This design comes from an exercise in tuning for small area and a short achievable clock period on the open sky130 flow, not from production work. At most, simulation tests tie the RTL to the original design; equivalence was not proved. Power is estimated from default activity; no workload was simulated.

==> flow/design.v (excerpt) <==
module ray_march_step #(
    parameter int MAX_ITER      = 64,
    parameter int MAX_DEPTH_INT = 16,
    parameter int FIFO_DEPTH    = 4
) (
    input  logic              clk,
    input  logic              rst_n,
    input  logic              in_valid,
    input  logic [479:0]      data_in,
    output logic              loop_valid,
    output logic [479:0]      loop_out,
    output logic              pix_valid,
    output logic [15:0]       pix_addr,
    output logic              pix_hit,
    output logic [7:0]        pix_steps,
    output logic [31:0]       pix_depth,
    input  logic              pix_ready,
    output logic              fifo_overflow
);
    localparam logic [31:0] DEPTH_LIMIT = 32'(MAX_DEPTH_INT) << 16;
    localparam logic [7:0]  ITER_LIMIT  = 8'(MAX_ITER);
    logic        r1_valid;
    logic [15:0] r1_addr;
    logic [7:0]  r1_iter;
    logic [31:0] r1_px, r1_py, r1_pz, r1_dx, r1_dy, r1_dz;
    logic [31:0] r1_mdepth, r1_logd, r1_eps;
    logic [15:0] r1_one, r1_two;
    logic [14:0] r1_neg;
    logic [15:0] in_one, in_two;
    logic [14:0] in_neg;
    rm_booth u_enc (
        .d   (data_in[63] ? 31'd0 : data_in[62:32]),
        .one (in_one),
        .two (in_two),
        .neg (in_neg)
    );
    always_ff @(posedge clk or negedge rst_n) begin
        if (!rst_n) r1_valid <= 1'b0;
        else        r1_valid <= in_valid;
    end
    always_ff @(posedge clk) begin
        r1_addr   <= data_in[479:464];
        r1_iter   <= data_in[463:456];
  ...
Size: roughly 9100 cells after synthesis, about 100000 um2 of cells after synthesis.
==> flow/config.mk <==
export PLATFORM = sky130hd
export DESIGN_NAME = ray_march_step
export DESIGN_NICKNAME = ray_march_step
export VERILOG_FILES = /design/flow/design.v
export SDC_FILE = /design/flow/constraint.sdc
export NUM_CORES = 4
export LEC_CHECK = 0
export CAP_MARGIN = 20
export CORE_MARGIN = 2
export CORE_UTILIZATION = 45
export CTS_CLUSTER_DIAMETER = 100
export CTS_CLUSTER_SIZE = 20
export PLACE_DENSITY = 0.6
export SETUP_SLACK_MARGIN = 5
export SLEW_MARGIN = 20
export SYNTH_HIERARCHICAL = 1
export SYNTH_MINIMUM_KEEP_SIZE = 0
==> flow/constraint.sdc <==
create_clock -name core_clock -period 8.5 [get_ports {clk}]
set_input_delay 1.7000 -clock core_clock [delete_from_list [all_inputs] [get_ports {clk}]]
set_output_delay 1.7000 -clock core_clock [all_outputs]
set_load 0.01 [all_outputs]
standard.sh (not shown) runs the stock make flow with config.mk's settings and CLKGATE_MAP_FILE= SYNTH_SCRIPT=/design/flow/synth_recipe.tcl, a recipe that flattens the netlist after the stock synthesis.
==> flow/flow/run.sh <==
#!/bin/bash
# The standard layout, with plain buffers on the ports in place of the
# default delay-cell buffers. make's full output goes to standard_flow.log;
# each ORFS step also keeps its own log under orfs/logs/.
set -euo pipefail
bash standard.sh 'BUFFER_PORTS_ARGS=-buffer_cell sky130_fd_sc_hd__buf_1' finish > standard_flow.log 2>&1
Edit:
--- a/flow/design.v
+++ b/flow/design.v
@@ -1469,28 +1469,31 @@
     wire bs911, bc911;
     rm_fa u_bs911 (.a(r[147]), .b(r[148]), .c(r[149]), .s(bs911), .co(bc911));
     wire bs912, bc912;
     rm_fa u_bs912 (.a(r[150]), .b(bc909), .c(bs911), .s(bs912), .co(bc912));
     wire bs913, bc913;
     rm_fa u_bs913 (.a(r[151]), .b(r[152]), .c(r[153]), .s(bs913), .co(bc913));
     wire bs914, bc914;
     rm_fa u_bs914 (.a(r[154]), .b(bc911), .c(bs913), .s(bs914), .co(bc914));
     wire bs915, bc915;
     rm_fa u_bs915 (.a(r[155]), .b(r[156]), .c(r[157]), .s(bs915), .co(bc915));
     wire bs916, bc916;
     rm_fa u_bs916 (.a(r[158]), .b(bc913), .c(bs915), .s(bs916), .co(bc916));
-    wire [47:0] ra = {bc914, bc912, bc910, bc908, bc906, bc904, bc902, bc900, bc898, bc896, bc894, bc892, bc890, bc888, bc886, bc884, bc882, bc880, bc878, bc876, bc874, bc872, bc870, bc868, bc866, bc864, bc862, bc860, bc858, bc856, bs855, r[34], r[29], r[27], r[25], r[23], r[21], r[19], r[17], r[15], r[13], r[11], r[10], r[7], r[5], r[3], r[2], r[0]};
-    wire [47:0] rb = {bs916, bs914, bs912, bs910, bs908, bs906, bs904, bs902, bs900, bs898, bs896, bs894, bs892, bs890, bs888, bs886, bs884, bs882, bs880, bs878, bs876, bs874, bs872, bs870, bs868, bs866, bs864, bs862, bs860, bs858, bs856, bs854, r[30], r[28], r[26], r[24], r[22], r[20], r[18], r[16], r[14], r[12], r[9], r[8], r[6], r[4], 1'b0, r[1]};
-    wire [47:0] sum = ra + rb;
-    assign y = sum[47:16];
+    wire [15:0] la = {r[29], r[27], r[25], r[23], r[21], r[19], r[17], r[15], r[13], r[11], r[10], r[7], r[5], r[3], r[2], r[0]};
+    wire [15:0] lb = {r[30], r[28], r[26], r[24], r[22], r[20], r[18], r[16], r[14], r[12], r[9], r[8], r[6], r[4], 1'b0, r[1]};
+    wire [16:0] lsum = {1'b0, la} + {1'b0, lb};
+    wire [32:0] ra = {bc914, bc912, bc910, bc908, bc906, bc904, bc902, bc900, bc898, bc896, bc894, bc892, bc890, bc888, bc886, bc884, bc882, bc880, bc878, bc876, bc874, bc872, bc870, bc868, bc866, bc864, bc862, bc860, bc858, bc856, bs855, r[34], lsum[16]};
+    wire [32:0] rb = {bs916, bs914, bs912, bs910, bs908, bs906, bs904, bs902, bs900, bs898, bs896, bs894, bs892, bs890, bs888, bs886, bs884, bs882, bs880, bs878, bs876, bs874, bs872, bs870, bs868, bs866, bs864, bs862, bs860, bs858, bs856, bs854, lsum[16]};
+    wire [32:0] sum = ra + rb;
+    assign y = sum[32:1];
 endmodule
 module ray_march_step #(
     parameter int MAX_ITER      = 64,
     parameter int MAX_DEPTH_INT = 16,
     parameter int FIFO_DEPTH    = 4
 ) (
     input  logic              clk,
     input  logic              rst_n,
     input  logic              in_valid,
     input  logic [479:0]      data_in,
     output logic              loop_valid,
     output logic [479:0]      loop_out,
=> Via count went down slightly; die area falls slightly; hold slack barely changes; cell count fell slightly; clock power came out lower slightly; first-iteration DRC count is lower slightly; combinational power falls by a little under a tenth; clock skew shrinks by 0.019 ns.
Only the layout flow was run in the first run of this note; the RTL was not checked for function there.

## port drivers added, routing unchanged
The results above use ideal ports. As a check the final layouts listed here were re-extracted and re-timed, cells and wires unchanged.
Step 1 sets driving cells, clkbuf_16 on the clock port and buf_2 on the other inputs (assumed; they add their load-dependent delay and slew).
Step 2 adds t to the input delays and takes it off the output delays; t is the mean of the earliest and latest rising clock arrival at the registers after step 1. Input paths then give back, and output paths get back, about the clock's delay inside the block.
Three values: no drivers, after step 1, after step 2; two values: the first two.
run | t (ns) | setup WS [ns] | pins driven straight from the clock port
the first run | 0.919 | 4.734 / 4.734 / 4.668 | 1
the second run | 0.917 | 4.726 / 4.726 / 4.247 | 1
After both steps every run listed still meets setup and hold. The setup slack of the second run, which loses most, moves by 0.000 ns with the drivers and by -0.479 ns with both steps.
